Source: an optimization exercise on an open RTL-to-GDS flow (aim: small area, a short achievable clock period and few clock cycles). Production flows keep margins and buffers that such runs may drop.
Where RTL was checked, it was by simulation tests only, not by an equivalence proof against the original.
Only the layout flow was run in runs 7 and 8; the RTL was not checked for function there.
Power and IR drop assume default switching activity.

[design.v]
package msts_pkg;
   localparam int SLOTS       = 16;
   localparam int SLOT_W      = 4;
   localparam int ID_WIDTH    = 8;
   localparam int COUNT_WIDTH = 16;
   localparam logic [1:0] CMD_TICK  = 2'd0;
   localparam logic [1:0] CMD_START = 2'd1;
   localparam logic [1:0] CMD_STOP  = 2'd2;
   localparam logic [1:0] CMD_READ  = 2'd3;
endpackage
module millisecond_timer_slot_table_unit (
   input  logic        clock,
   input  logic        reset,
   input  logic        req_tvalid,
   output logic        req_tready,
   input  logic [7:0]  req_tdata,   
   input  logic [1:0]  req_tuser,   
   output logic        rsp_tvalid,
   input  logic        rsp_tready,
   output logic [39:0] rsp_tdata
);
   localparam int SLOTS = msts_pkg::SLOTS;
   localparam int CW    = msts_pkg::COUNT_WIDTH;
   logic [SLOTS-1:0] used_ff;
   logic [7:0]       owner_ff [SLOTS];
   logic [CW-1:0]    stamp_ff [SLOTS];
   logic [CW-1:0]    tick_cnt_ff;
   logic             s0_v_ff;
   logic             s0_tick_ff, s0_start_ff, s0_stop_ff, s0_read_ff;
   logic [7:0]       s0_id_ff;
   logic [SLOTS-1:0] s0_eq_ff;
   logic             s0_hit_ff;
   logic          e_v_ff;
   logic          e_success_ff;
   logic [3:0]    e_slot_ff;
   logic          e_show_ff;
   logic          e_running_ff;
   logic [CW-1:0] e_stamp_ff;
   logic          out_v_ff;
   logic          out_success_ff;
   logic [3:0]    out_slot_ff;
   logic [CW-1:0] out_elapsed_ff;
   logic          out_running_ff;
   logic adv, ex, nfull_ff;
   assign adv        = !out_v_ff || rsp_tready;
   assign req_tready = nfull_ff || rsp_tready;
   assign ex         = s0_v_ff && adv;
   logic [SLOTS-1:0] free1, claim, release_;
   logic [SLOTS-1:0] claim_s, release_s;
   logic             hit, anyfree, stop_rest;
   logic             is_tick, is_start, is_stop, is_read;
   logic [3:0]       hit_idx, free_idx;
   logic [CW-1:0]    hit_stamp;
   assign is_tick  = s0_tick_ff;
   assign is_start = s0_start_ff;
   assign is_stop  = s0_stop_ff;
   assign is_read  = s0_read_ff;
   always_comb begin
      logic seen_free;
      seen_free = 1'b0;
      hit_idx   = '0;
      free_idx  = '0;
      hit_stamp = '0;
      stop_rest = 1'b0;
      for (int i = 0; i < SLOTS; i++) begin
         free1[i]  = !used_ff[i] && !seen_free;
         seen_free = seen_free || !used_ff[i];
         if (s0_eq_ff[i]) begin
            hit_idx   = hit_idx | 4'(i);
            hit_stamp = hit_stamp | stamp_ff[i];
         end
         if (free1[i]) begin
            free_idx = free_idx | 4'(i);
         end
         stop_rest = stop_rest || (used_ff[i] && !s0_eq_ff[i]);
      end
      hit      = s0_hit_ff;
      anyfree  = seen_free;
      claim_s   = (s0_v_ff && is_start && !hit) ? free1 : '0;
      release_s = (s0_v_ff && is_stop) ? s0_eq_ff : '0;
      claim     = adv ? claim_s : '0;
      release_  = adv ? release_s : '0;
   end
   logic [SLOTS-1:0] in_eq, cmp;
   logic             in_hit, fwd;
   assign fwd = s0_v_ff && (req_tdata == s0_id_ff);
   always_comb begin
      for (int i = 0; i < SLOTS; i++) begin
         cmp[i] = used_ff[i] && (owner_ff[i] == req_tdata);
      end
      if (fwd) begin
         in_eq  = is_stop ? '0 : (s0_eq_ff | claim_s);
         in_hit = !is_stop && (hit || (is_start && anyfree));
      end else begin
         in_eq  = cmp;
         in_hit = |cmp;
      end
   end
   always_ff @(posedge clock) begin
      if (reset) begin
         used_ff     <= '0;
         tick_cnt_ff <= '0;
      end else begin
         used_ff <= (used_ff | claim) & ~release_;
         if (ex && is_tick) begin
            tick_cnt_ff <= tick_cnt_ff + 1'b1;
         end
      end
   end
   always_ff @(posedge clock) begin
      for (int i = 0; i < SLOTS; i++) begin
         if (!used_ff[i]) begin
            owner_ff[i] <= s0_id_ff;
            stamp_ff[i] <= tick_cnt_ff;
         end
      end
   end
   always_ff @(posedge clock) begin
      if (reset) begin
         s0_v_ff  <= 1'b0;
         e_v_ff   <= 1'b0;
         out_v_ff <= 1'b0;
         nfull_ff <= 1'b1;
      end else begin
         if (req_tready) begin
            s0_v_ff <= req_tvalid;
         end
         if (adv) begin
            e_v_ff   <= s0_v_ff;
            out_v_ff <= e_v_ff;
         end
         nfull_ff <= !((req_tready ? req_tvalid : s0_v_ff) && (adv ? e_v_ff : out_v_ff));
      end
   end
   always_ff @(posedge clock) begin
      if (req_tready) begin
         s0_tick_ff  <= (req_tuser == msts_pkg::CMD_TICK);
         s0_start_ff <= (req_tuser == msts_pkg::CMD_START);
         s0_stop_ff  <= (req_tuser == msts_pkg::CMD_STOP);
         s0_read_ff  <= (req_tuser == msts_pkg::CMD_READ);
         s0_id_ff  <= req_tdata;
         s0_eq_ff  <= in_eq;
         s0_hit_ff <= in_hit;
      end
   end
   always_ff @(posedge clock) begin
      if (adv) begin
         e_show_ff    <= hit && (is_start || is_read);
         e_stamp_ff   <= hit_stamp;
         e_success_ff <= is_tick || hit || (is_start && anyfree);
         e_running_ff <= is_start || (is_stop ? stop_rest : (|used_ff));
         if (hit && (is_start || is_read)) begin
            e_slot_ff <= hit_idx;
         end else if (is_start && anyfree) begin
            e_slot_ff <= free_idx;
         end else begin
            e_slot_ff <= '0;
         end
      end
   end
   always_ff @(posedge clock) begin
      if (adv) begin
         out_success_ff <= e_success_ff;
         out_slot_ff    <= e_slot_ff;
         out_running_ff <= e_running_ff;
         out_elapsed_ff <= e_show_ff ? (tick_cnt_ff - e_stamp_ff) : '0;
      end
   end
   assign rsp_tvalid = out_v_ff;
   assign rsp_tdata  = {2'b00, out_running_ff, 16'd0, out_elapsed_ff, out_slot_ff, out_success_ff};
endmodule
[flow/run.sh]
#!/bin/bash
set -o pipefail
export CTS_ARGS="-sink_clustering_enable -repair_clock_nets -dont_use_dummy_load -sink_clustering_size 24 -sink_clustering_max_diameter 60 -buf_list {sky130_fd_sc_hd__clkbuf_8 sky130_fd_sc_hd__clkbuf_16}"
bash standard.sh > standard.log 2>&1
[standard.sh]
#!/bin/bash
# synth_recipe.tcl (not shown) runs the flow's synth.tcl, then flattens the netlist and writes it again
# the make line also repeats each setting of config.mk as NAME=value (left out here)
make -C /OpenROAD-flow-scripts/flow DESIGN_CONFIG=/design/flow/config.mk WORK_HOME=/design/flow/orfs CLKGATE_MAP_FILE= SYNTH_SCRIPT=/design/flow/synth_recipe.tcl "${@:-finish}"
[config.mk]
export PLATFORM = sky130hd
export DESIGN_NAME = millisecond_timer_slot_table_unit
export DESIGN_NICKNAME = millisecond_timer_slot_table_unit
export VERILOG_FILES = /design/flow/design.v
export SDC_FILE = /design/flow/constraint.sdc
export NUM_CORES = 4
export LEC_CHECK = 0
export ABC_CLOCK_PERIOD_IN_PS = 2200
export CAP_MARGIN = 20
export CORE_MARGIN = 2
export CORE_UTILIZATION = 65
export SETUP_SLACK_MARGIN = 2.3
export SLEW_MARGIN = 20
[constraint.sdc]
create_clock -name core_clock -period 4.5 [get_ports {clock}]
set_input_delay 0.9000 -clock core_clock [delete_from_list [all_inputs] [get_ports {clock}]]
set_output_delay 0.9000 -clock core_clock [all_outputs]
set_load 0.01 [all_outputs]
==> results_dict.tcl, run 1 <==
set metrics [dict create \
    synth_ff_type "edfxtp_1" \
    layout.nets 1438 \
    die-area_um2 32320 \
    hold_buffers 0 \
    p_sw_mw 1.709 \
    min_period_ps 2295 \
    seq_area_frac_synth 0.7207 \
    path_buf_inv 2 \
    grt_util_all_layers 0.3207 \
    yosys.area.top_type "edfxtp_1" \
    gp_congestion 0.8934 \
    internal_power_mw 6.617 \
    crit_arrival_ps 1400 \
    synth.distinct_cells 62 \
    min_period_over_period 0.5100 \
    endpoint_kind "output pin" \
    drc 0 \
    yosysWarnings 3 \
    n_fill_cell 1857 \
    relSlewSlack 0.2398 \
    cts.path.max_buffers 3 \
    critPathRequiredTime_ps 3600 \
    final-setup-viol-count 0 \
    max_slew.worst_pin.slew_ps 1140 \
    clk_pin_slew_worst_paths_ps 90 \
    ioPinCount 56 \
    drv_slew 0 \
    synth-edff-count 458 \
    async_flop_share 0 \
    cap_viol_max_count 0 \
    htreeDepth 2 \
    cpMostUsedCell "buf_6" \
    firstDrtPassIters 5 \
    num_rows 64 \
    worst_path_max_delay_cell "or2_4" \
    hold_violations 0 \
    critPathLaunchType "input pin" \
    hold_path.class "reg -> reg" \
    leakage_nw 8.635 \
    wl_mm 52.39 \
    grt_pass1_vias 11768 \
    pwr-share-comb 0.054 \
    fmax_ghz 0.4357 \
    tritoncts "done" \
    drt_iter0_markers 1862 \
    antenna_found_initial 0 \
    clkPwrFrac 0.329 \
    dp.final_hpwl_mm 29.83 \
    io_buffers 37 \
    status "no timing/DRC/antenna violations" \
    path_class "in -> out" \
    clock-sinks 494 \
    n_antenna_cell 0 \
    netlist.area_leader.share 0.6848 \
    crit_fanout 2 \
    finalSetupTns_ps 0 \
    finalInstanceArea_um2 22680 \
    clk_latency_ps 530 \
    swShare 0.2053 \
    syn2layout_area_growth_pct 12.95 \
    rsz0062_at_grt "yes" \
    fin_util 0.7435 \
    start_util 0.6583 \
    vias 12238 \
    drive_gt1_frac 0.1651 \
    dieHeight_um 179.8 \
    drt-wirelength-per-cell_um 29.09 \
    seqPwrFrac 0.618 \
    power_density_nw_per_um2 367.1 \
    synth_seq_cells 494 \
    synth_area_um2 20080 \
    synth.avg_cell_area_um2 15.30 \
    fin_worst_skew_ps 46.37 \
    clockRootBuffer "clkbuf_16" \
    peakVddDrop_mv 0.4881 \
    grt_overflow 0 \
    routed_via_density 6.795 \
    core_area_um2 30510 \
    synthCells 1313 \
    grt_pass1_wl_mm 76.43 \
    slowest_delay_ps 260 \
    synthTopCellsByArea "edfxtp_1, xnor2_1, dfxtp_1, a221oi_1, a22o_1" \
    cts_buffers 34 \
    ant_nets 0 \
    fp.dieW_um 179.8 \
    crit_family "simple AND/OR/NAND/NOR gates" \
    grt_max_degree 48 \
    dpl_cell_area_um2 20880 \
    crit_chain "buf_6 > or2_4 > buf_6" \
]
[synthesized netlist by cell type, types with 8 or more instances]
library cell	number
nand2_1	44
buf_4	27
clkbuf_1	39
xor2_1	39
xnor2_1	117
ha_1	16
edfxtp_1	458
nand3_1	31
a22o_1	65
buf_2	15
nor3_1	18
o31ai_1	8
nor4_1	28
o22ai_1	9
inv_1	39
a211oi_1	12
o21ai_0	24
dfxtp_1	36
a221oi_1	73
and3_1	8
a21oi_1	21
nand4_1	38
nor2_1	55
[power by group through the flow]
| stage | clock [mW] | sequential [mW] | combinational [mW] |
|---|---|---|---|
| 5_1_grt | 2.92 | 5.15 | 0.475 |
| 6_report | 2.74 | 5.14 | 0.447 |
| 3_3_place_gp | 0 | 5.26 | 0.346 |
| 3_5_place_dp | 0 | 5.26 | 0.348 |
| 4_1_cts | 2.76 | 5.15 | 0.397 |
| 2_1_floorplan | 0 | 5.23 | 0.263 |
[layer usage]
metal / part of all wire / vias to the layer above / track usage
li1: - / 5235 / -
met1: 0.40 / 6135 / 0.4637
met2: 0.47 / 742 / 0.5061
met3: 0.10 / 126 / 0.05470
met4: 0.035 / 0 / 0.1024
met5: 0 / - / 0
[path summary, 6_finish.rpt]
path | start | end | slack [ps] | cells past startpoint
worst max register to register | e_stamp_ff[1] | out_elapsed_ff[14] | 2210 | 9
worst min register to register | e_slot_ff[2] | out_slot_ff[2] | 420 | 0
worst min-delay path | e_slot_ff[2] | out_slot_ff[2] | 420 | 0
worst max-delay path | rsp_tready | req_tready | 2200 | 3
[flip-flops by register name (all words and copies together) (netlist names), 4 cells and up]
signal          flops
stamp_ff          256
owner_ff          128
e_stamp_ff         16
out_elapsed_ff     16
s0_eq_ff           16
tick_cnt_ff        16
used_ff            16
s0_id_ff            8
e_slot_ff           4
out_slot_ff         4
[through the flow]
step                cells  hold slack, ps  setup WS (ps)  power (mW)
finish               1801           423.5           2205       8.326
global route         1801           435.9           2106       8.545
CTS                  1774           426.1           2185       8.311
detailed placement   1715           404.5          890.1       5.607
global placement     1715           400.3          850.9       5.601
floorplan            1330           400.3           1558       5.493
[final cells by class]
| class | count | area (µm²) | area share |
|---|---|---|---|
| repair buffers | 133 | 1189 | 0.05240 |
| well taps | 396 | 495.5 | 0.02184 |
| multi-input cells | 704 | 5461 | 0.2408 |
| clock buffers | 34 | 850.8 | 0.03751 |
| flip-flops and latches | 494 | 14520 | 0.6400 |
| inverters | 40 | 170.2 | 0.007502 |
[cells in the final DEF, fill, tap and decap left out, types with 5 or more instances in the layout]
| cell type | n |
|---|---|
| dlygate4sd2_1 | 23 |
| nor4_4 | 10 |
| edfxtp_1 | 458 |
| o21ai_0 | 16 |
| clkbuf_16 | 34 |
| and4_1 | 5 |
| a21oi_1 | 16 |
| xnor2_2 | 6 |
| dfxtp_1 | 16 |
| xor2_1 | 39 |
| a211oi_1 | 11 |
| dfxtp_4 | 7 |
| buf_12 | 6 |
| o22ai_1 | 9 |
| or3_1 | 6 |
| conb_1 | 18 |
| a221oi_1 | 73 |
| ha_1 | 12 |
| nor2b_1 | 5 |
| dfxtp_2 | 13 |
| a21o_1 | 7 |
| a22o_1 | 65 |
| nor4_1 | 10 |
| buf_6 | 10 |
| o31ai_1 | 7 |
| o21ai_1 | 6 |
| nor3_1 | 14 |
| nand3_1 | 29 |
| nor4_2 | 10 |
| inv_1 | 33 |
| and3_1 | 6 |
| nor2_1 | 54 |
| xnor2_1 | 111 |
| buf_4 | 77 |
| nand2_1 | 43 |
| o21a_1 | 5 |
| nand4_1 | 38 |
[logic make-up (layout without fill, tap and decap cells)]
logic type,after synthesis,count (layout),synth area share
XOR/XNOR,156,156,0.06803
multiplexers,3,3,0.001495
buffers and inverters,132,207,0.03221
flip-flops,494,494,0.7207
other,1,18,0.0001867
AND/OR/NAND/NOR,265,265,0.07158
AO/OA/AOI/OAI,245,245,0.09482
adder cells (fa/ha/maj),17,17,0.01096
[what timing repair did]
action	CTS	global route
gates resized for setup	147	49
cloned	1	0
endpoints found under the hold margin	0	0
buffers inserted	24	26
setup endpoints to repair	87	42
pin swaps	21	19
Testbench counts, summed over its fixed seeds: cycles 4,824.
==> run 2, diff against run 1 <==
--- a/config.mk
+++ b/config.mk
@@ -8,6 +8,7 @@
 export ABC_CLOCK_PERIOD_IN_PS = 2200
 export CAP_MARGIN = 20
 export CORE_MARGIN = 2
-export CORE_UTILIZATION = 65
+export CORE_UTILIZATION = 55
+export PLACE_DENSITY = 0.75
 export SETUP_SLACK_MARGIN = 2.3
 export SLEW_MARGIN = 20
==> run 2 against run 1 <==
Effect of this change: critical path type unchanged; largest cell class unchanged; highest routed layer unchanged; clock skew is 7.6 ps higher; power is 2.2% lower; global-route usage is 4.8 points lower.
==> results_dict.tcl, run 2 <==
set metrics [dict create \
    status "no timing/DRC/antenna violations" \
    yosys.area.top_type "edfxtp_1" \
    hold_buffers 0 \
    relSlewSlack 0.2163 \
    reg2reg_to "out_elapsed_ff[9]" \
    crit_fanout 2 \
    drt-wirelength-per-cell_um 28.32 \
    endpoint_kind "output pin" \
    p_sw_mw 1.695 \
    critPathLaunchType "input pin" \
    synth.avg_cell_area_um2 15.30 \
    vias 12246 \
    cap_viol_max_count 0 \
    cts_buffers 30 \
    grt_util_all_layers 0.2730 \
    fin_worst_skew_ps 53.97 \
    syn2layout_area_growth_pct 13.13 \
    netlist.area_leader.share 0.6848 \
    reg2reg_slack_ps 2190 \
    power_mw 8.143 \
    num_rows 69 \
    pwr-share-comb 0.056 \
    rsz0062_at_grt "yes" \
    synthSimpleGateAreaFrac 0.07158 \
    final-setup-viol-count 0 \
    wl_mm 52.70 \
    ioPinCount 56 \
    tritoncts "done" \
    min_from "e_slot_ff[1]" \
    synthCells 1313 \
    hold_end "out_slot_ff[1]" \
    peakVddDrop_mv 0.3735 \
    seq_area_frac_synth 0.7207 \
    layout_common_cells "edfxtp_1, xnor2_1, a221oi_1" \
    cts.path.max_buffers 3 \
    grt_pass1_vias 12013 \
    io_buffers 37 \
    critPathRequiredTime_ps 3600 \
    yosys-top-cells-count "edfxtp_1, xnor2_1, a221oi_1, a22o_1, nor2_1" \
    drive_gt1_frac 0.1593 \
    synth_xor_area_frac 0.06803 \
    async_flop_share 0 \
    drc 0 \
    seqPwrFrac 0.631 \
    fmax_ghz 0.4266 \
    power_density_nw_per_um2 358.4 \
    clk_latency_ps 590 \
    reg2reg_from "tick_cnt_ff[3]" \
    synthMuxAreaShare 0.001495 \
    htreeDepth 1 \
    multi_input_area_um2 5416 \
    clkPwrFrac 0.313 \
    synth.distinct_cells 62 \
    synth_seq_cells 494 \
    finalInstanceArea_um2 22720 \
    hold_violations 0 \
    synth-edff-count 458 \
    antenna_found_initial 0 \
    synth.most_common_cell "edfxtp_1" \
    clockRootBuffer "clkbuf_16" \
    n_fill_cell 2543 \
    finalSetupTns_ps 0 \
    synth_compound_area_frac 0.09482 \
    grt_overflow 0 \
    routed_via_density 6.580 \
    grt_pass1_wl_mm 76.71 \
    final_common_cell "edfxtp_1" \
    worst_slack_ps 2156 \
    ff2ff_path_depth 7 \
    min_period_ps 2344 \
    layout.nets 1433 \
    drt_iter0_markers 1679 \
    crit_arrival_ps 1440 \
    clk_pin_slew_worst_paths_ps 80 \
    reg_top3 "stamp_ff x256, owner_ff x128" \
    synth_ff_type "edfxtp_1" \
    largest-register "stamp_ff" \
    firstDrtPassIters 8 \
    synth_fa_ha_area_frac 0.01097 \
    core_area_um2 35740 \
    internal_power_mw 6.448 \
    pre_cts_ws_ps 1056 \
    synth_top_family_by_area "compound AO/OA/AOI/OAI gates" \
    n_antenna_cell 0 \
    gp_congestion 0.9969 \
    largest_register_ffs 256 \
    fp.dieW_um 195.1 \
    dpl_cell_area_um2 20950 \
    area.sequential_um2 14520 \
    ant_nets 0 \
    min_period_over_period 0.5209 \
    synth_area_um2 20080 \
    die-area_um2 38060 \
    yosysWarnings 3 \
    hold_depth 0 \
    leakage_nw 8.583 \
    dp.final_hpwl_mm 30.45 \
    drv_slew 0 \
    path_class "in -> out" \
    start_util 0.5619 \
    swShare 0.2082 \
    grt_max_degree 47 \
    max_slew.worst_pin.slew_ps 1175 \
    dieHeight_um 195.1 \
    synthTopCellsByArea "edfxtp_1, xnor2_1, dfxtp_1, a221oi_1, a22o_1" \
    clock-sinks 494 \
    hold_path.class "reg -> reg" \
]
## run 2: cell counts after synthesis
No cell type changed its count.
## run 2: critical path, stage by stage
cell and delay [ps]:
buf_6 100, or2_4 300, buf_6 140
## run 2: cell type report
class                      count  share of cell area
tap                          461             0.02539
timing repair buffer         132             0.05628
clock buffer                  30             0.03304
sequential                   494              0.6390
inverter                      40            0.007875
multi-input combinational    704              0.2384
## run 2: timing repair
action                     4_1_cts  5_1_grt
setup endpoints to repair       81       47
pin swaps                       11       23
resized for setup              105       83
buffers inserted                28       20
gates cloned                     3        1
## run 2: power by group through the flow
stage	Clock (mW)	Combinational, mW	Sequential, mW
6_report	2.55	0.455	5.14
5_1_grt	2.71	0.482	5.15
4_1_cts	2.55	0.399	5.15
3_5_place_dp	0	0.349	5.26
3_3_place_gp	0	0.345	5.26
2_1_floorplan	0	0.263	5.23
## run 2: per-layer routing
layer	part of all wire	track usage
met4	0.048	0.1108
met3	0.091	0.03402
met2	0.49	0.4622
met1	0.37	0.3618
met5	0	0
## run 2: stage by stage
stage          utilization  instances  hold WS [ps]
3_3_place_gp        0.5861       1779         403.0
3_5_place_dp        0.5861       1779         404.5
4_1_cts             0.6213       1840         423.1
6_report            0.6357       1861         419.5
2_1_floorplan            -       1330         400.3
5_1_grt             0.6357       1861         423.0
## run 2: worst max path at each step
stage | startpoint | to | slack [ps] | cells after the start
4_1_cts | rsp_tready | req_tready | 2140 | 3
3_5_place_dp | req_tdata[0] | s0_hit_ff | 1060 | 7
6_report | rsp_tready | req_tready | 2160 | 3
2_1_floorplan | rsp_tready | tick_cnt_ff[15] | 1560 | 9
3_3_place_gp | req_tdata[4] | s0_hit_ff | 1090 | 8
5_1_grt | e_stamp_ff[0] | out_elapsed_ff[8] | 2130 | 10
## run 2: kinds of logic (layout without fill, tap and decap cells)
kind of cell,Yosys count,after routing
buffers and inverters,132,202
other,1,18
and+or+nand+nor,265,265
AOI/OAI and AO/OA,245,245
xor gates and xnor gates,156,156
muxes,3,3
adders and majority gates,17,17
DFF,494,494
==> run 3, diff against run 2 <==
--- a/config.mk
+++ b/config.mk
@@ -5,10 +5,9 @@
 export SDC_FILE = /design/flow/constraint.sdc
 export NUM_CORES = 4
 export LEC_CHECK = 0
-export ABC_CLOCK_PERIOD_IN_PS = 2200
+export ABC_CLOCK_PERIOD_IN_PS = 2000
 export CAP_MARGIN = 20
 export CORE_MARGIN = 2
 export CORE_UTILIZATION = 55
-export PLACE_DENSITY = 0.75
-export SETUP_SLACK_MARGIN = 2.3
+export SETUP_SLACK_MARGIN = 2.5
 export SLEW_MARGIN = 20
==> run 3 against run 2 <==
Effect of this change: hold slack better by 3.5 ps; design area is 3.9% higher; count of clock-buffer cells in the layout is 5 higher; global-route usage is 2.5 points higher; power is 3.6% higher; die area stayed put; clock skew is 19 ps lower; critical path type unchanged; synthesized area stayed put; sequential power hardly changed; routed wire length is 7.3% higher; still clean on timing, DRC and antenna; largest cell class unchanged; flip-flop and latch count stayed put; critical path depth stayed put.
==> results_dict.tcl, run 3 <==
set metrics [dict create \
    fp.dieW_um 195.1 \
    grt_util_all_layers 0.2977 \
    drt-wirelength-per-cell_um 29.79 \
    grt_overflow 0 \
    hold_depth 0 \
    clk_pin_slew_worst_paths_ps 70 \
    min_from "e_slot_ff[2]" \
    power_density_nw_per_um2 357.5 \
    final_common_cell "edfxtp_1" \
    drt_iter0_markers 1478 \
    dieHeight_um 195.1 \
    tritoncts "done" \
    hold_end "out_slot_ff[2]" \
    crit_arrival_ps 1410 \
    p_sw_mw 1.759 \
    grt_pass1_wl_mm 81.61 \
    cts_buffers 35 \
    layout.nets 1470 \
    peakVddDrop_mv 0.3893 \
    swShare 0.2085 \
    power_mw 8.434 \
    gp_congestion 0.8639 \
    critPathRequiredTime_ps 3600 \
    min_period_over_period 0.5134 \
    synth.avg_cell_area_um2 15.30 \
    cap_viol_max_count 0 \
    hold_violations 0 \
    critPathLaunchType "input pin" \
    grt_max_degree 48 \
    clkPwrFrac 0.331 \
    core_area_um2 35740 \
    final-setup-viol-count 0 \
    synth_seq_cells 494 \
    path_class "in -> out" \
    crit_chain "buf_8 > or2_4 > buf_6" \
    yosys.area.top_type "edfxtp_1" \
    worst_path_max_delay_cell "or2_4" \
    netlist.area_leader.share 0.6848 \
    wl_mm 56.54 \
    clk_latency_ps 540 \
    seqPwrFrac 0.609 \
    synth-edff-count 458 \
    fin_worst_skew_ps 35.16 \
    reg2reg_slack_ps 2210 \
    synth.most_common_cell "edfxtp_1" \
    hold_path.class "reg -> reg" \
    async_flop_share 0 \
    pwr-share-comb 0.060 \
    yosys-top-cells-count "edfxtp_1, xnor2_1, a221oi_1, a22o_1, nor2_1" \
    seq_area_frac_synth 0.7207 \
    drive_gt1_frac 0.2380 \
    internal_power_mw 6.676 \
    synthTopCellsByArea "edfxtp_1, xnor2_1, dfxtp_1, a221oi_1, a22o_1" \
    start_util 0.5619 \
    min_period_ps 2310 \
    routed_via_density 6.521 \
    crit_fanout 2 \
    finalSetupTns_ps 0 \
    grt_pass1_vias 11948 \
    yosysWarnings 3 \
    cts.path.max_buffers 3 \
    reg2reg_from "e_stamp_ff[0]" \
    n_antenna_cell 0 \
    syn2layout_area_growth_pct 17.49 \
    io_buffers 37 \
    ioPinCount 56 \
    reg2reg_to "out_elapsed_ff[12]" \
    htreeDepth 2 \
    dp.final_hpwl_mm 31.89 \
    drc 0 \
    synth_ff_type "edfxtp_1" \
    largest-register "stamp_ff" \
    largest_register_ffs 256 \
    ff2ff_path_depth 8 \
    max_slew.worst_pin.slew_ps 947.9 \
    endpoint_kind "output pin" \
    relSlewSlack 0.3681 \
    fmax_ghz 0.4328 \
    slowest_delay_ps 270 \
    reg_top3 "stamp_ff x256, owner_ff x128" \
    clockRootBuffer "clkbuf_16" \
    layout_common_cells "edfxtp_1, xnor2_1, buf_4" \
    synth.distinct_cells 62 \
    antenna_found_initial 0 \
    vias 12376 \
    leakage_nw 8.954 \
    drv_slew 0 \
    ant_nets 0 \
    clock-sinks 494 \
    synth_area_um2 20080 \
    die-area_um2 38060 \
    status "no timing/DRC/antenna violations" \
    firstDrtPassIters 5 \
    num_rows 69 \
    rsz0062_at_grt "yes" \
    synthCells 1313 \
]
==> run 3: cell types whose count changed in the layout (fill, tap and decap cells not counted), moves of 8 or more <==
cell,change
dfxtp_4,+9
buf_6,+13
xnor2_1,-14
nand2_4,+8
buf_2,+18
xnor2_2,+12
buf_4,+22
dlygate4sd2_1,-26
==> run 3: what timing repair did <==
action / in CTS / in global routing
resized for setup: 269 / 117
pin swaps: 36 / 45
hold buffers: 0 / 0
setup buffers: 54 / 19
endpoints found under the setup margin: 159 / 48
cloned: 2 / 3
==> run 3: kinds of logic (layout without fill, tap and decap cells) <==
| logic type | after synthesis | count (layout) | synth area share |
|---|---|---|---|
| xor gates and xnor gates | 156 | 156 | 0.06803 |
| other | 1 | 18 | 0.0001867 |
| muxes | 3 | 3 | 0.001495 |
| adders and majority gates | 17 | 17 | 0.01096 |
| AOI/OAI and AO/OA | 245 | 245 | 0.09482 |
| DFF | 494 | 494 | 0.7207 |
| and+or+nand+nor | 265 | 265 | 0.07158 |
| buffers and inverters | 132 | 239 | 0.03221 |
==> run 3: power by group through the flow <==
stage	combinational [mW]	clock, mW	sequential (mW)
after floorplan	0.268	0	5.23
after global placement	0.367	0	5.26
after detailed placement	0.366	0	5.26
after CTS	0.456	2.84	5.13
after global routing	0.537	2.99	5.14
final	0.505	2.80	5.13
==> run 3: stage by stage <==
step	area (µm²)	hold WS (ps)	cells	util	setup WS, ps
2_1_floorplan	20320	400.3	1330	-	1558
3_3_place_gp	21050	404.0	1785	0.5891	839.1
3_5_place_dp	21050	408.0	1785	0.5891	872.4
4_1_cts	22820	424.5	1876	0.6385	2152
5_1_grt	23600	432.4	1898	0.6602	2127
6_report	23600	423.0	1898	0.6602	2190
==> run 3: final cells by class <==
class	instances	area [µm²]
flip-flops and latches	494	14550
clock buffers	35	875.8
inverters	40	205.2
multi-input cells	704	5838
well taps	461	576.8
repair buffers	164	1550
fillers	2537	12150
==> run 3: worst max path at each step <==
| stage | startpoint | to | cells past startpoint |
|---|---|---|---|
| 5_1_grt | e_stamp_ff[0] | out_elapsed_ff[12] | 8 |
| 6_report | rsp_tready | req_tready | 3 |
| 3_5_place_dp | req_tdata[0] | s0_hit_ff | 7 |
| 2_1_floorplan | rsp_tready | tick_cnt_ff[15] | 9 |
| 4_1_cts | rsp_tready | req_tready | 3 |
| 3_3_place_gp | req_tdata[0] | s0_hit_ff | 7 |
==> run 3: layer usage <==
layer / vias up / GRT usage / part of all wire / wire length, µm
met5: - / 0 / 0 / 0
met4: 0 / 0.08736 / 0.030 / 1688
met3: 116 / 0.06097 / 0.097 / 5508
met2: 650 / 0.4532 / 0.45 / 25510
met1: 6313 / 0.4380 / 0.42 / 23830
li1: 5297 / - / - / -
==> run 3: worst max-delay path, delay by kind of cell <==
family | cells | cell delay [ps]
buffers and inverters | 2 | 230
AND/OR/NAND/NOR | 1 | 270
==> run 4, diff against run 3 <==
--- a/config.mk
+++ b/config.mk
@@ -5,9 +5,9 @@
 export SDC_FILE = /design/flow/constraint.sdc
 export NUM_CORES = 4
 export LEC_CHECK = 0
-export ABC_CLOCK_PERIOD_IN_PS = 2000
+export ABC_CLOCK_PERIOD_IN_PS = 2200
 export CAP_MARGIN = 20
 export CORE_MARGIN = 2
 export CORE_UTILIZATION = 55
-export SETUP_SLACK_MARGIN = 2.5
+export SETUP_SLACK_MARGIN = 2.3
 export SLEW_MARGIN = 20
==> run 4 against run 3 <==
Effect of this change: still clean; synthesized area is the same; register-to-register slack improved by 30 ps; final cell count fell by 1.9%; routed wire length down 4.2%; via count decreased by 2.8%; first-iteration DRC count shrank 3.5%; non-clock buffer count is 37 lower; hold slack improved by 2.7 ps; fmax grew 0.59%; core utilization shrank 2.2 points; count of clock-buffer cells in the layout increased by 1; critical endpoint unchanged; largest cell class unchanged; highest routed layer unchanged.
==> results_dict.tcl, run 4 <==
set metrics [dict create \
    power_density_nw_per_um2 369.8 \
    clockRootBuffer "clkbuf_16" \
    grt_util_all_layers 0.2865 \
    drt-wirelength-per-cell_um 29.09 \
    vias 12034 \
    crit_fanout 2 \
    routed_via_density 6.463 \
    drive_gt1_frac 0.1663 \
    layout.nets 1434 \
    fin_worst_skew_ps 39.21 \
    n_antenna_cell 0 \
    hold_path.class "reg -> reg" \
    synthTopCellsByArea "edfxtp_1, xnor2_1, dfxtp_1, a221oi_1, a22o_1" \
    critPathRequiredTime_ps 3600 \
    drt_iter0_markers 1426 \
    rsz0062_at_grt "yes" \
    die-area_um2 38060 \
    synthSimpleGateAreaFrac 0.07158 \
    cts_buffers 36 \
    busiest_layer "met2" \
    ant_nets 0 \
    netlist.area_leader.share 0.6848 \
    clk_latency_ps 540 \
    leakage_nw 8.588 \
    n_fill_cell 2648 \
    yosysWarnings 3 \
    cts.path.max_buffers 3 \
    seq_area_frac_synth 0.7207 \
    hold_violations 0 \
    synth-edff-count 458 \
    synth.most_common_cell "edfxtp_1" \
    antenna_found_initial 0 \
    worst_slack_ps 2203 \
    crit_arrival_ps 1400 \
    grt_max_degree 48 \
    instances_no_fill 1862 \
    grt_pass1_wl_mm 79.20 \
    async_flop_share 0 \
    io_buffers 37 \
    start_util 0.5619 \
    synth_area_um2 20080 \
    endpoint_kind "output pin" \
    reg2reg_to "out_elapsed_ff[12]" \
    htreeDepth 2 \
    reg2reg_slack_ps 2240 \
    synth_top_family_by_area "compound AO/OA/AOI/OAI gates" \
    gr-usage-met2 0.4434 \
    fin_util 0.6380 \
    synth_seq_cells 494 \
    synth_compound_area_frac 0.09482 \
    peakVddDrop_mv 0.2871 \
    dpl_cell_area_um2 20970 \
    largest-register "stamp_ff" \
    power_mw 8.434 \
    dp.final_hpwl_mm 30.68 \
    finalInstanceArea_um2 22800 \
    synth_ff_type "edfxtp_1" \
    largest_register_ffs 256 \
    pre_cts_ws_ps 938.8 \
    relSlewSlack 0.2059 \
    status "no timing/DRC/antenna violations" \
    layout_common_cells "edfxtp_1, xnor2_1, a221oi_1" \
    hold_end "out_slot_ff[0]" \
    fp.dieW_um 195.1 \
    drc 0 \
    clock-sinks 494 \
    fmax_ghz 0.4354 \
    yosys.area.top_type "edfxtp_1" \
    gp_congestion 0.9129 \
    use_met1 0.4329 \
    grt_pass1_vias 11678 \
    ioPinCount 56 \
    critPathLaunchType "input pin" \
    synthMuxAreaShare 0.001495 \
    min_period_ps 2297 \
    dp.cells 1782 \
    hold_depth 0 \
    synthCells 1313 \
    firstDrtPassIters 5 \
    synth_fa_ha_area_frac 0.01097 \
    min_from "e_slot_ff[0]" \
    synth_xor_area_frac 0.06803 \
    synth.avg_cell_area_um2 15.30 \
    hold-worst-slack_ps 425.7 \
    yosys-top-cells-count "edfxtp_1, xnor2_1, a221oi_1, a22o_1, nor2_1" \
    synth.distinct_cells 62 \
    num_rows 69 \
    met3_usage 0.04335 \
    path_class "in -> out" \
    syn2layout_area_growth_pct 13.55 \
    core_area_um2 35740 \
    reg2reg_from "e_stamp_ff[0]" \
    clk_pin_slew_worst_paths_ps 70 \
    final-setup-viol-count 0 \
    reg_top3 "stamp_ff x256, owner_ff x128" \
    min_period_over_period 0.5104 \
    hold_buffers 0 \
    drv_slew 0 \
    final_common_cell "edfxtp_1" \
    tritoncts "done" \
    wl_mm 54.17 \
    cap_viol_max_count 0 \
    max_slew.worst_pin.slew_ps 1191 \
    dieHeight_um 195.1 \
    ff2ff_path_depth 9 \
    finalSetupTns_ps 0 \
    grt_overflow 0 \
]
[run 4: repair_timing]
action,4_1_cts,5_1_grt
setup buffers,27,12
cloned,2,3
gates resized for setup,142,73
pin swaps,11,18
setup endpoints to repair,85,31
[run 4: cells by family (layout without fill, tap and decap cells)]
group,Yosys count,after routing
xor+xnor,156,156
other cells,1,18
mux,3,3
flops,494,494
compound gates,245,245
fa+ha+maj,17,17
simple gates,265,265
buf+inv,132,203
[run 4: worst max-delay path by stage]
stage | to | from | slack (ps) | cells after the start
finish | req_tready | rsp_tready | 2200 | 3
detailed placement | s0_hit_ff | req_tdata[0] | 940 | 8
global route | out_elapsed_ff[8] | e_stamp_ff[0] | 2150 | 10
global placement | s0_hit_ff | req_tdata[0] | 970 | 7
floorplan | tick_cnt_ff[15] | rsp_tready | 1560 | 9
CTS | req_tready | rsp_tready | 2200 | 3
[run 4: worst max-delay path, stage by stage]
cell   delay, ps
buf_6        100
or2_4        260
buf_6        130
[run 4: area by class of cell]
class	count	area, µm²	area share
flip-flops and latches	494	14520	0.6369
inverters	40	168.9	0.007407
clock buffers	36	900.9	0.03950
multi-input cells	704	5433	0.2382
well taps	461	576.8	0.02529
repair buffers	127	1201	0.05267
[run 4: per-layer routing]
| layer | part of all wire | wire length [µm] |
|---|---|---|
| met1 | 0.44 | 24100 |
| met2 | 0.46 | 24930 |
| met3 | 0.078 | 4224 |
| met4 | 0.017 | 913 |
| met5 | 0 | 0 |
[run 4: power by group]
part           internal, mW  switching, mW  leakage, nW
Sequential             5.07         0.0601         5.69
Clock                  1.42           1.43        0.444
Combinational         0.195          0.252         2.46
==> run 5, diff against run 4 <==
--- a/config.mk
+++ b/config.mk
@@ -5,9 +5,9 @@
 export SDC_FILE = /design/flow/constraint.sdc
 export NUM_CORES = 4
 export LEC_CHECK = 0
-export ABC_CLOCK_PERIOD_IN_PS = 2200
+export ABC_CLOCK_PERIOD_IN_PS = 2300
 export CAP_MARGIN = 20
 export CORE_MARGIN = 2
 export CORE_UTILIZATION = 55
-export SETUP_SLACK_MARGIN = 2.3
+export SETUP_SLACK_MARGIN = 2.15
 export SLEW_MARGIN = 20
==> run 5 against run 4 <==
Effect of this change: still clean; via count down 0.87%; routed wire length down 1.4%; die area unchanged; sequential share of layout area up 0.93 points; core utilization down 1.0 points; sequential power about the same; design area down 1.6%; global-route usage down 0.46 points; critical path depth unchanged; non-clock buffer count down 17; critical path type unchanged; largest cell class unchanged; highest routed layer unchanged.
==> results_dict.tcl, run 5 <==
set metrics [dict create \
    critPathLaunchType "input pin" \
    largest-register "stamp_ff" \
    fin_worst_skew_ps 50.07 \
    drt-wirelength-per-cell_um 28.98 \
    crit_fanout 2 \
    status "no timing/DRC/antenna violations" \
    synth.distinct_cells 62 \
    cap_viol_max_count 0 \
    core_area_um2 35740 \
    final_common_cell "edfxtp_1" \
    num_rows 69 \
    worstSetupStartpoint "rsp_tready" \
    finalInstanceArea_um2 22450 \
    endpoint_kind "output pin" \
    ant_nets 0 \
    fmax_ghz 0.4340 \
    drt_iter0_markers 1596 \
    die-area_um2 38060 \
    gp_congestion 0.8319 \
    grt_pass1_wl_mm 77.58 \
    crit_arrival_ps 1400 \
    clk_latency_ps 550 \
    n_antenna_cell 0 \
    synth.avg_cell_area_um2 15.30 \
    synth_seq_cells 494 \
    synth-edff-count 458 \
    largest_register_ffs 256 \
    grt_util_all_layers 0.2820 \
    swShare 0.2072 \
    htreeDepth 2 \
    seq_area_frac_synth 0.7207 \
    clk_pin_slew_worst_paths_ps 60 \
    synth.most_common_cell "edfxtp_1" \
    ioPinCount 56 \
    start_util 0.5619 \
    drv_slew 0 \
    grt_pass1_vias 11512 \
    clockRootBuffer "clkbuf_16" \
    layout.nets 1416 \
    hold_path.class "reg -> reg" \
    cts.path.max_buffers 3 \
    pwr-share-comb 0.051 \
    yosysWarnings 3 \
    dp.final_hpwl_mm 30.42 \
    synth_ff_type "edfxtp_1" \
    netlist.area_leader.share 0.6848 \
    power_density_nw_per_um2 373.3 \
    max_slew.worst_pin.slew_ps 1071 \
    synthCells 1313 \
    async_flop_share 0 \
    syn2layout_area_growth_pct 11.77 \
    critPathRequiredTime_ps 3600 \
    synthTopCellsByArea "edfxtp_1, xnor2_1, dfxtp_1, a221oi_1, a22o_1" \
    reg2reg_from "e_stamp_ff[0]" \
    clock-sinks 494 \
    vias 11929 \
    drc 0 \
    hold_violations 0 \
    internal_power_mw 6.643 \
    min_period_ps 2304 \
    reg_top3 "stamp_ff x256, owner_ff x128" \
    cts_buffers 35 \
    worst_path_max_delay_cell "or2_4" \
    rsz0062_at_grt "yes" \
    routed_via_density 6.469 \
    slowest_delay_ps 250 \
    min_from "e_running_ff" \
    seqPwrFrac 0.614 \
    final-setup-viol-count 0 \
    drive_gt1_frac 0.1374 \
    clkPwrFrac 0.335 \
    instances_no_fill 1844 \
    grt_max_degree 48 \
    wl_mm 53.44 \
    dp.cells 1783 \
    io_buffers 37 \
    antenna_found_initial 1 \
    path_class "in -> out" \
    crit_cells 3 \
    crit_chain "buf_2 > or2_4 > buf_6" \
    leakage_nw 8.372 \
    yosys.area.top_type "edfxtp_1" \
    relSlewSlack 0.2861 \
    fp.dieW_um 195.1 \
    dieHeight_um 195.1 \
    min_period_over_period 0.5120 \
    firstDrtPassIters 7 \
    ff2ff_path_depth 10 \
    hold_depth 0 \
    tritoncts "done" \
    grt_overflow 0 \
    finalSetupTns_ps 0 \
    peakVddDrop_mv 0.3522 \
    layout_common_cells "edfxtp_1, xnor2_1, a221oi_1" \
    yosys-top-cells-count "edfxtp_1, xnor2_1, a221oi_1, a22o_1, nor2_1" \
    dpl_cell_area_um2 20970 \
    p_sw_mw 1.736 \
    synth_area_um2 20080 \
    path_buf_inv 2 \
    crit_family "buffers and inverters" \
    hold_buffers 0 \
]
-- run 5: per-layer routing --
| metal | track usage | routed length (µm) | up-vias |
|---|---|---|---|
| met1 | 0.4142 | 23150 | 6077 |
| li1 | - | - | 5188 |
| met4 | 0.07860 | 1277 | 0 |
| met2 | 0.4414 | 24540 | 585 |
| met5 | 0 | 0 | - |
| met3 | 0.04542 | 4473 | 79 |
-- run 5: final cells by class --
cell class	count	area (µm²)
sequential	494	14500
fill	2689	13300
multi-input combinational	704	5328
timing repair buffer	110	972.2
clock buffer	35	875.8
tap	461	576.8
inverter	40	190.2
-- run 5: logic make-up (layout without fill, tap and decap cells) --
| family | after synthesis | after routing | synth area share |
|---|---|---|---|
| compound gates | 245 | 245 | 0.09482 |
| simple gates | 265 | 265 | 0.07158 |
| mux | 3 | 3 | 0.001495 |
| xor+xnor | 156 | 156 | 0.06803 |
| other cells | 1 | 18 | 0.0001867 |
| buf+inv | 132 | 185 | 0.03221 |
| flops | 494 | 494 | 0.7207 |
| fa+ha+maj | 17 | 17 | 0.01096 |
-- run 5: worst paths after layout --
kind / to / slack (ps)
worst max-delay path: req_tready / 2200
worst min-delay path: out_running_ff / 420
worst max register to register: out_elapsed_ff[12] / 2220
worst min register to register: out_running_ff / 420
-- run 5: power by group through the flow --
stage / logic [mW] / clock network [mW] / registers (mW)
6_report: 0.426 / 2.81 / 5.14
5_1_grt: 0.456 / 2.99 / 5.16
4_1_cts: 0.389 / 2.85 / 5.15
3_5_place_dp: 0.357 / 0 / 5.26
3_3_place_gp: 0.358 / 0 / 5.26
2_1_floorplan: 0.263 / 0 / 5.23
-- run 5: timing repair --
| item | in CTS | in global routing |
|---|---|---|
| gates resized for setup | 95 | 45 |
| pin swaps | 5 | 13 |
| endpoints found under the hold margin | 0 | 0 |
| gates cloned | 1 | 1 |
| setup endpoints to repair | 56 | 37 |
| setup buffers | 5 | 19 |
-- run 5: per-stage QoR --
step	power, mW	hold WS [ps]	utilization	setup WS [ps]
floorplan	5.493	400.3	-	1558
CTS	8.390	420.1	0.6190	2111
detailed placement	5.616	405.2	0.5867	902.3
global route	8.603	423.7	0.6280	2108
finish	8.378	418.3	0.6280	2196
global placement	5.615	403.6	0.5867	848.1
==> run 6, diff against run 5 <==
==> flow/run.sh (replaced) <==
#!/bin/bash
set -o pipefail
export CTS_ARGS="-sink_clustering_enable -repair_clock_nets -dont_use_dummy_load -sink_clustering_size 18 -sink_clustering_max_diameter 45 -buf_list {sky130_fd_sc_hd__clkbuf_8 sky130_fd_sc_hd__clkbuf_16} -sink_clustering_buffer sky130_fd_sc_hd__clkbuf_8 -root_buf sky130_fd_sc_hd__clkbuf_16"
bash standard.sh > standard.log 2>&1
--- a/config.mk
+++ b/config.mk
@@ -5,9 +5,9 @@
 export SDC_FILE = /design/flow/constraint.sdc
 export NUM_CORES = 4
 export LEC_CHECK = 0
-export ABC_CLOCK_PERIOD_IN_PS = 2300
+export ABC_CLOCK_PERIOD_IN_PS = 2200
 export CAP_MARGIN = 20
 export CORE_MARGIN = 2
 export CORE_UTILIZATION = 55
-export SETUP_SLACK_MARGIN = 2.15
+export SETUP_SLACK_MARGIN = 2.3
 export SLEW_MARGIN = 20
==> run 6 against run 5 <==
Effect of this change: largest power group unchanged; clock skew increased by 17 ps; largest cell class unchanged; count of clock-buffer cells in the layout increased by 13; synthesized cell count unchanged; routed wire length increased by 2.0%.
==> results_dict.tcl, run 6 <==
set metrics [dict create \
    layout_common_cells "edfxtp_1, xnor2_1, buf_4" \
    synthCells 1313 \
    reg2reg_slack_ps 2230 \
    finalSetupTns_ps 0 \
    synth_seq_cells 494 \
    largest-register "stamp_ff" \
    synth.most_common_cell "edfxtp_1" \
    power_density_nw_per_um2 355.3 \
    n_antenna_cell 0 \
    power_mw 8.049 \
    async_flop_share 0 \
    syn2layout_area_growth_pct 12.78 \
    routed_via_density 6.449 \
    grt_util_all_layers 0.2915 \
    grt_pass1_wl_mm 80.03 \
    fin_worst_skew_ps 67.10 \
    critPathRequiredTime_ps 3600 \
    grt_pass1_vias 11789 \
    seq_area_frac_synth 0.7207 \
    clk_latency_ps 570 \
    status "no timing/DRC/antenna violations" \
    grt_overflow 0 \
    crit_arrival_ps 1420 \
    peakVddDrop_mv 0.2949 \
    netlist.area_leader.share 0.6848 \
    drc 0 \
    synthTopCellsByArea "edfxtp_1, xnor2_1, dfxtp_1, a221oi_1, a22o_1" \
    yosys.area.top_type "edfxtp_1" \
    drv_slew 0 \
    wl_mm 54.52 \
    max_slew.worst_pin.slew_ps 1176 \
    fp.dieW_um 195.1 \
    worstSetupStartpoint "rsp_tready" \
    drt-wirelength-per-cell_um 29.03 \
    critPathLaunchType "input pin" \
    largest_register_ffs 256 \
    use_met1 0.4377 \
    cts.path.max_buffers 3 \
    gr-usage-met2 0.4468 \
    reg_top3 "stamp_ff x256, owner_ff x128" \
    synth_ff_type "edfxtp_1" \
    gp_congestion 0.9129 \
    min_period_ps 2319 \
    synth.avg_cell_area_um2 15.30 \
    htreeDepth 2 \
    num_rows 69 \
    rsz0062_at_grt "yes" \
    clock-sinks 494 \
    firstDrtPassIters 5 \
    synth_area_um2 20080 \
    hold_violations 0 \
    grt_max_degree 48 \
    ant_nets 0 \
    dp.cells 1782 \
    drive_gt1_frac 0.1785 \
    final_common_cell "edfxtp_1" \
    leakage_nw 8.562 \
    relSlewSlack 0.2158 \
    path_class "in -> out" \
    final-setup-viol-count 0 \
    met3_usage 0.04404 \
    cts_buffers 48 \
    dieHeight_um 195.1 \
    core_area_um2 35740 \
    busiest_layer "met2" \
    drt_iter0_markers 1365 \
    layout.nets 1450 \
    instances_no_fill 1878 \
    ioPinCount 56 \
    dp.final_hpwl_mm 30.68 \
    vias 12112 \
    endpoint_kind "output pin" \
    die-area_um2 38060 \
    io_buffers 37 \
    min_period_over_period 0.5152 \
    synth-edff-count 458 \
    clockRootBuffer "clkbuf_16" \
    hold_path.class "reg -> reg" \
    start_util 0.5619 \
    endpoint "req_tready" \
    crit_fanout 2 \
    synth.distinct_cells 62 \
    reg2reg_from "tick_cnt_ff[0]" \
    ff2ff_path_depth 10 \
    tritoncts "done" \
    yosys-top-cells-count "edfxtp_1, xnor2_1, a221oi_1, a22o_1, nor2_1" \
    yosysWarnings 3 \
    cap_viol_max_count 0 \
    fmax_ghz 0.4313 \
    clk_pin_slew_worst_paths_ps 90 \
    reg2reg_to "out_elapsed_ff[12]" \
    antenna_found_initial 0 \
]
==> run 6: how the worst min path moves through the flow <==
stage / from / end / slack (ps) / depth (start not counted)
after global placement: e_slot_ff[1] / out_slot_ff[1] / 400 / 0
after detailed placement: e_slot_ff[3] / out_slot_ff[3] / 400 / 0
after floorplan: e_running_ff / out_running_ff / 400 / 0
after CTS: e_slot_ff[3] / out_slot_ff[3] / 430 / 0
after global routing: e_slot_ff[0] / out_slot_ff[0] / 430 / 0
final: e_slot_ff[3] / out_slot_ff[3] / 430 / 0
==> run 6: per-stage QoR <==
step           worst slack, ps  instance area [µm²]  utilization  hold slack, ps
3_5_place_dp             938.8                20970       0.5867           404.5
4_1_cts                   2169                22320       0.6245           426.4
6_report                  2181                22650       0.6337           426.1
5_1_grt                   2141                22650       0.6337           434.2
2_1_floorplan             1558                20260            -           400.3
3_3_place_gp             971.0                20970       0.5867           401.9
==> run 6: final cells by class <==
| class | count | area (µm²) |
|---|---|---|
| sequential | 494 | 14520 |
| fill | 2665 | 13090 |
| inverter | 40 | 173.9 |
| timing repair buffer | 131 | 1177 |
| multi-input combinational | 704 | 5488 |
| tap | 461 | 576.8 |
| clock buffer | 48 | 716.9 |
==> run 6: cell families after synthesis <==
logic type,Yosys count,share of synthesized area
compound gates,245,0.09482
xor+xnor,156,0.06803
fa+ha+maj,17,0.01096
buf+inv,132,0.03221
flops,494,0.7207
mux,3,0.001495
other cells,1,0.0001867
simple gates,265,0.07158
==> run 6: what timing repair did <==
item	4_1_cts	5_1_grt
setup endpoints to repair	85	29
pin swaps	18	24
cloned	3	0
buffers inserted	32	13
resized for setup	150	62
hold buffers	0	0
==> run 6: power breakdown <==
group          switching, mW  internal (mW)
sequential            0.0623           5.07
combinational          0.256          0.195
clock                   1.41           1.06
==> run 6: critical path, stage by stage <==
cell,delay (ps)
buf_8,100
or2_4,280
buf_6,130
==> run 6: metal layers <==
layer	share of wire	routed length (µm)
met3	0.076	4170
met4	0.024	1289
met2	0.45	24700
met1	0.45	24360
met5	0	0
==> run 7, diff against run 6 <==
--- a/design.v
+++ b/design.v
@@ -41,9 +41,9 @@
    logic [3:0]    out_slot_ff;
    logic [CW-1:0] out_elapsed_ff;
    logic          out_running_ff;
-   logic adv, ex, nfull_ff;
+   logic adv, ex;
    assign adv        = !out_v_ff || rsp_tready;
-   assign req_tready = nfull_ff || rsp_tready;
+   assign req_tready = rsp_tready;
    assign ex         = s0_v_ff && adv;
    logic [SLOTS-1:0] free1, claim, release_;
    logic [SLOTS-1:0] claim_s, release_s;
@@ -120,16 +120,16 @@
          s0_v_ff  <= 1'b0;
          e_v_ff   <= 1'b0;
          out_v_ff <= 1'b0;
-         nfull_ff <= 1'b1;
       end else begin
          if (req_tready) begin
             s0_v_ff <= req_tvalid;
+         end else if (adv) begin
+            s0_v_ff <= 1'b0;
          end
          if (adv) begin
             e_v_ff   <= s0_v_ff;
             out_v_ff <= e_v_ff;
          end
-         nfull_ff <= !((req_tready ? req_tvalid : s0_v_ff) && (adv ? e_v_ff : out_v_ff));
       end
    end
    always_ff @(posedge clock) begin
==> flow/run.sh (replaced) <==
#!/bin/bash
set -o pipefail
export CTS_ARGS="-sink_clustering_enable -repair_clock_nets -dont_use_dummy_load -sink_clustering_size 24 -sink_clustering_max_diameter 60 -buf_list {sky130_fd_sc_hd__clkbuf_8 sky130_fd_sc_hd__clkbuf_16}"
bash standard.sh > standard.log 2>&1
==> run 7 against run 6 <==
Effect of this change: still clean on timing, DRC and antenna; count of clock-buffer cells in the layout down 12; routed wire length up 1.6%; register-to-register slack worse by 210 ps.
==> results_dict.tcl, run 7 <==
set metrics [dict create \
    busiest_layer "met2" \
    fp.dieW_um 194.8 \
    crit_fanout 3 \
    met3_usage 0.05639 \
    layout_common_cells "edfxtp_1, xnor2_1, buf_4" \
    core_area_um2 35740 \
    n_fill_cell 2653 \
    status "no timing/DRC/antenna violations" \
    vias 12112 \
    die-area_um2 37940 \
    hold_violations 0 \
    grt_max_degree 36 \
    final-setup-viol-count 0 \
    yosys.area.top_type "edfxtp_1" \
    synth_area_um2 20020 \
    peakVddDrop_mv 0.3876 \
    start_util 0.5601 \
    gp_congestion 0.8204 \
    reg_top3 "stamp_ff x256, owner_ff x128" \
    async_flop_share 0 \
    drive_gt1_frac 0.1756 \
    yosys-top-cells-count "edfxtp_1, xnor2_1, a221oi_1, a22o_1, nor2_1" \
    largest_register_ffs 256 \
    synth.distinct_cells 63 \
    ioPinCount 56 \
    netlist.area_leader.share 0.6870 \
    io_buffers 37 \
    fmax_ghz 0.4025 \
    ant_nets 0 \
    num_rows 69 \
    synth.avg_cell_area_um2 15.32 \
    worst_path_max_delay_cell "a311o_1" \
    fin_worst_skew_ps 52.65 \
    hold_path.class "reg -> reg" \
    rsz0062_at_grt "yes" \
    endpoint_kind "flop" \
    min_period_over_period 0.5521 \
    dp.final_hpwl_mm 31.05 \
    synth_ff_type "edfxtp_1" \
    syn2layout_area_growth_pct 14.68 \
    layout.nets 1445 \
    largest-register "stamp_ff" \
    finalSetupTns_ps 0 \
    power_density_nw_per_um2 379.8 \
    min_period_ps 2484 \
    crit_chain "inv_2 > ha_4 > fa_2 > nor2b_4 > o21ai_2 > a21oi_2 > o41a_1 > a311o_1 > a31oi_2 > mux2i_1" \
    clockRootBuffer "clkbuf_16" \
    drt-wirelength-per-cell_um 29.57 \
    critPathRequiredTime_ps 4870 \
    relSlewSlack 0.4254 \
    drv_slew 0 \
    synth.most_common_cell "edfxtp_1" \
    cts.path.max_buffers 3 \
    grt_overflow 0 \
    power_mw 8.719 \
    critPathLaunchType "flop" \
    cap_viol_max_count 0 \
    antenna_found_initial 0 \
    synth-edff-count 458 \
    firstDrtPassIters 5 \
    clk_pin_slew_worst_paths_ps 70 \
    cts_buffers 36 \
    seq_area_frac_synth 0.7220 \
    grt_util_all_layers 0.2930 \
    leakage_nw 8.633 \
    clock-sinks 493 \
    max_slew.worst_pin.slew_ps 861.9 \
    dieHeight_um 194.8 \
    wl_mm 55.39 \
    synthTopCellsByArea "edfxtp_1, xnor2_1, dfxtp_1, a221oi_1, a22o_1" \
    htreeDepth 2 \
    use_met1 0.4337 \
    clk_latency_ps 540 \
    gr-usage-met2 0.4516 \
    n_antenna_cell 0 \
    synth_seq_cells 493 \
    tritoncts "done" \
    slowest_delay_ps 410 \
    drt_iter0_markers 1414 \
    routed_via_density 6.467 \
    grt_pass1_wl_mm 80.07 \
    grt_pass1_vias 11760 \
    drc 0 \
    crit_arrival_ps 2850 \
    synthCells 1307 \
    yosysWarnings 3 \
    path_class "reg -> reg" \
    final_common_cell "edfxtp_1" \
    hold_buffers 0 \
]
==> run 7: path summary, 6_finish.rpt <==
kind | cells past startpoint | slack [ps] | end | startpoint
min | 0 | 420 | out_slot_ff[0] | e_slot_ff[0]
max reg2reg | 10 | 2020 | out_elapsed_ff[14] | tick_cnt_ff[0]
max | 10 | 2020 | out_elapsed_ff[14] | tick_cnt_ff[0]
min reg2reg | 0 | 420 | out_slot_ff[0] | e_slot_ff[0]
==> run 7: worst max-delay path, delay by kind of cell (launching register included) <==
| family | cells | cell delay (ps) |
|---|---|---|
| AO/OA/AOI/OAI | 5 | 1290 |
| adder cells (fa/ha/maj) | 2 | 380 |
| flip-flops | 1 | 340 |
| multiplexers | 1 | 200 |
| buffers and inverters | 1 | 60 |
| AND/OR/NAND/NOR | 1 | 50 |
==> run 7: area by class of cell <==
cell class	count	area, µm²	share of cell area
clock buffers	36	900.9	0.03924
flip-flops and latches	493	14510	0.6322
multi-input cells	699	5353	0.2332
repair buffers	143	1430	0.06230
inverters	41	183.9	0.008012
well taps	461	576.8	0.02513
==> run 7: layer usage <==
layer,part of all wire,vias up
met4,0.022,0
met2,0.46,630
met5,0,-
li1,-,5240
met1,0.42,6173
met3,0.096,69
==> run 7: power by group <==
part | switching (mW) | internal, mW
clock network | 1.41 | 1.42
registers | 0.0817 | 5.12
logic | 0.379 | 0.310
==> run 7: kinds of logic (layout without fill, tap and decap cells) <==
group | after synthesis | in the layout | synth area share
DFF | 493 | 493 | 0.7220
and+or+nand+nor | 259 | 259 | 0.06951
AOI/OAI and AO/OA | 245 | 245 | 0.09457
xor gates and xnor gates | 156 | 156 | 0.06825
buffers and inverters | 132 | 220 | 0.03238
adders and majority gates | 17 | 17 | 0.01100
muxes | 4 | 4 | 0.002063
other | 1 | 18 | 0.0001873
==> run 7: metrics by stage <==
stage / cell area (µm²) / hold slack, ps / setup slack [ps] / utilization / std cells
after floorplan: 20300 / 400.3 / 1450 / - / 1324
after global placement: 20940 / 401.9 / 959.2 / 0.5859 / 1778
after detailed placement: 20960 / 404.5 / 957.2 / 0.5863 / 1779
after CTS: 22470 / 422.4 / 2046 / 0.6286 / 1846
after global routing: 22960 / 427.6 / 1923 / 0.6423 / 1873
final: 22960 / 417.3 / 2016 / 0.6423 / 1873
==> run 7: timing repair <==
action                                  4_1_cts  5_1_grt
setup buffers                                27       26
gates cloned                                  4        1
resized for setup                           129       78
endpoints found under the setup margin       86       48
endpoints found under the hold margin         0        0
pin swaps                                    18       11
==> run 8, diff against run 7 <==
--- a/config.mk
+++ b/config.mk
@@ -5,9 +5,9 @@
 export SDC_FILE = /design/flow/constraint.sdc
 export NUM_CORES = 4
 export LEC_CHECK = 0
-export ABC_CLOCK_PERIOD_IN_PS = 2200
+export ABC_CLOCK_PERIOD_IN_PS = 2300
 export CAP_MARGIN = 20
 export CORE_MARGIN = 2
 export CORE_UTILIZATION = 55
-export SETUP_SLACK_MARGIN = 2.3
+export SETUP_SLACK_MARGIN = 2.15
 export SLEW_MARGIN = 20
==> run 8 against run 7 <==
Effect of this change: register-to-register slack worse by 50 ps; synthesized area stayed put; clock power hardly changed; sequential share of layout area is 0.44 points higher; largest power group unchanged; still clean on timing, DRC and antenna; fmax is 1.9% lower; worst setup slack worse by 47 ps; count of clock-buffer cells in the layout stayed put; global-route usage is 0.37 points higher; flip-flop and latch count stayed put; power hardly changed.
==> results_dict.tcl, run 8 <==
set metrics [dict create \
    yosys.area.top_type "edfxtp_1" \
    yosys-top-cells-count "edfxtp_1, xnor2_1, a221oi_1, a22o_1, nor2_1" \
    min_period_over_period 0.5626 \
    worst_slack_ps 1968 \
    die-area_um2 37940 \
    firstDrtPassIters 7 \
    gp_congestion 0.8280 \
    fmax_ghz 0.3950 \
    io_buffers 37 \
    drive_gt1_frac 0.1460 \
    netlist.area_leader.share 0.6870 \
    layout.nets 1437 \
    crit_family "compound AO/OA/AOI/OAI gates" \
    num_rows 69 \
    crit_chain "inv_2 > ha_4 > fa_2 > nor2b_4 > o21ai_4 > a21oi_2 > o41a_1 > a311o_1 > a31oi_2 > mux2i_1" \
    finalSetupTns_ps 0 \
    synthCells 1307 \
    hold_path.class "reg -> reg" \
    layout_common_cells "edfxtp_1, xnor2_1, buf_4" \
    hold_violations 0 \
    dieHeight_um 194.8 \
    tritoncts "done" \
    critPathLaunchType "flop" \
    min_period_ps 2532 \
    crit_arrival_ps 2910 \
    path_buf_inv 1 \
    synth.most_common_cell "edfxtp_1" \
    drt_iter0_markers 1365 \
    grt_pass1_wl_mm 80.24 \
    reg_top3 "stamp_ff x256, owner_ff x128" \
    seq_area_frac_synth 0.7220 \
    clk_pin_slew_worst_paths_ps 60 \
    endpoint_kind "flop" \
    dp.final_hpwl_mm 31.68 \
    core_area_um2 35740 \
    drc 0 \
    fin_util 0.6366 \
    vias 12072 \
    cts_buffers 36 \
    relSlewSlack 0.3169 \
    critPathRequiredTime_ps 4880 \
    hold_buffers 0 \
    finalInstanceArea_um2 22750 \
    clk_latency_ps 560 \
    clockRootBuffer "clkbuf_16" \
    synth.avg_cell_area_um2 15.32 \
    yosysWarnings 3 \
    start_util 0.5601 \
    final_common_cell "edfxtp_1" \
    synth-edff-count 458 \
    grt_overflow 0 \
    synth_area_um2 20020 \
    peakVddDrop_mv 0.3431 \
    cap_viol_max_count 0 \
    n_antenna_cell 0 \
    htreeDepth 2 \
    antenna_found_initial 0 \
    status "no timing/DRC/antenna violations" \
    drt-wirelength-per-cell_um 30.10 \
    dpl_cell_area_um2 20980 \
    grt_pass1_vias 11607 \
    clock-sinks 493 \
    wl_mm 56.13 \
    routed_via_density 6.473 \
    slowest_delay_ps 400 \
    crit_fanout 3 \
    leakage_nw 8.518 \
    power_mw 8.718 \
    ioPinCount 56 \
    worst_path_max_delay_cell "o41a_1" \
    cts.path.max_buffers 3 \
    syn2layout_area_growth_pct 13.66 \
    grt_max_degree 36 \
    final-setup-viol-count 0 \
    power_density_nw_per_um2 383.2 \
    grt_util_all_layers 0.2967 \
    fin_worst_skew_ps 50.80 \
    fp.dieW_um 194.8 \
    drv_slew 0 \
    max_slew.worst_pin.slew_ps 1023 \
    synth.distinct_cells 63 \
    ant_nets 0 \
    synth_ff_type "edfxtp_1" \
    path_class "reg -> reg" \
    rsz0062_at_grt "yes" \
    largest_register_ffs 256 \
    synthTopCellsByArea "edfxtp_1, xnor2_1, dfxtp_1, a221oi_1, a22o_1" \
    pre_cts_ws_ps 959.5 \
    synth_seq_cells 493 \
    async_flop_share 0 \
    largest-register "stamp_ff" \
]
-- run 8: routing by layer --
metal,vias to the layer above,track usage,share of wire
li1,5223,-,-
met1,6133,0.4368,0.43
met2,631,0.4512,0.45
met3,83,0.06576,0.097
met4,2,0.07690,0.021
met5,-,0.008940,0.00086
-- run 8: worst paths after layout --
check,start,endpoint,slack (ps),cells past startpoint
worst max-delay path,tick_cnt_ff[0],out_elapsed_ff[14],1970,10
worst min-delay path,e_slot_ff[3],out_slot_ff[3],420,0
worst max register to register,tick_cnt_ff[0],out_elapsed_ff[14],1970,10
worst min register to register,e_slot_ff[3],out_slot_ff[3],420,0
-- run 8: timing repair --
item	CTS	global route
pin swaps	15	12
resized for setup	80	42
gates cloned	4	1
setup endpoints to repair	55	34
setup buffers	17	22
-- run 8: worst reg2reg max path: cells and delay by family (launching register included) --
kind	cells	cell delay, ps
AOI/OAI and AO/OA	5	1270
adders and majority gates	2	430
buffers and inverters	1	70
DFF	1	370
muxes	1	210
and+or+nand+nor	1	50
-- run 8: power by group --
group / internal [mW] / leakage, nW / total [mW] / switching, mW
Sequential: 5.12 / 5.62 / 5.22 / 0.0944
Combinational: 0.289 / 2.46 / 0.643 / 0.354
Clock: 1.42 / 0.444 / 2.86 / 1.44
Total: 6.83 / 8.52 / 8.72 / 1.89
-- run 8: area by class of cell --
cell class	count	area, µm²
flip-flops and latches	493	14480
fillers	2631	12990
multi-input cells	699	5279
repair buffers	135	1343
clock buffers	36	900.9
well taps	461	576.8
inverters	41	168.9
-- run 8: logic make-up after synthesis --
group	after synthesis	synth area share
buffers and inverters	132	0.03238
and+or+nand+nor	259	0.06951
DFF	493	0.7220
adders and majority gates	17	0.01100
xor gates and xnor gates	156	0.06825
muxes	4	0.002063
AOI/OAI and AO/OA	245	0.09457
other	1	0.0001873
-- run 8: stage by stage --
| step | hold WS [ps] | std cells |
|---|---|---|
| after CTS | 427.1 | 1842 |
| after global routing | 437.5 | 1865 |
| after global placement | 408.1 | 1784 |
| final | 423.2 | 1865 |
| after floorplan | 400.3 | 1324 |
| after detailed placement | 411.6 | 1785 |

==> separate check: timing with driven ports <==
The flow's constraints put no driver on any port. The routed layouts listed below were extracted and timed again, unchanged, in two steps.
Step 1 sets driving cells, clkbuf_16 on the clock port and buf_2 on the other inputs (assumed; they add their load-dependent delay and slew).
Step 2 moves the port delays by t, midway between the first and last clock arrival at a register: inputs arrive t later, outputs are due t later. That takes back most of the time a late clock gives input paths.
Three values: ideal ports, drivers, drivers and shift; two values: the first two.
run | t (ns) | slack for setup (ns) | worst register clock-pin slew, ns | worst slew at a driven data input, ns
run 1 | 0.565 | 2.205 / 2.174 / 1.786 | 0.09 / 0.09 | 0.04
run 2 | 0.616 | 2.156 / 2.125 / 1.611 | 0.09 / 0.09 | 0.04
run 3 | 0.571 | 2.190 / 2.149 / 1.799 | 0.09 / 0.09 | 0.06
run 4 | 0.582 | 2.203 / 2.170 / 1.728 | 0.09 / 0.09 | 0.05
run 5 | 0.580 | 2.196 / 2.148 / 1.694 | 0.09 / 0.09 | 0.05
run 6 | 0.593 | 2.181 / 2.142 / 1.815 | 0.10 / 0.10 | 0.05
run 7 | 0.565 | 2.016 / 2.016 / 1.807 | 0.09 / 0.09 | 0.04
run 8 | 0.591 | 1.968 / 1.968 / 1.650 | 0.09 / 0.09 | 0.04
After both steps setup and hold are still met in every run listed. The setup slack of run 2, which loses most, moves by -0.031 ns with the drivers and by -0.545 ns with both steps.
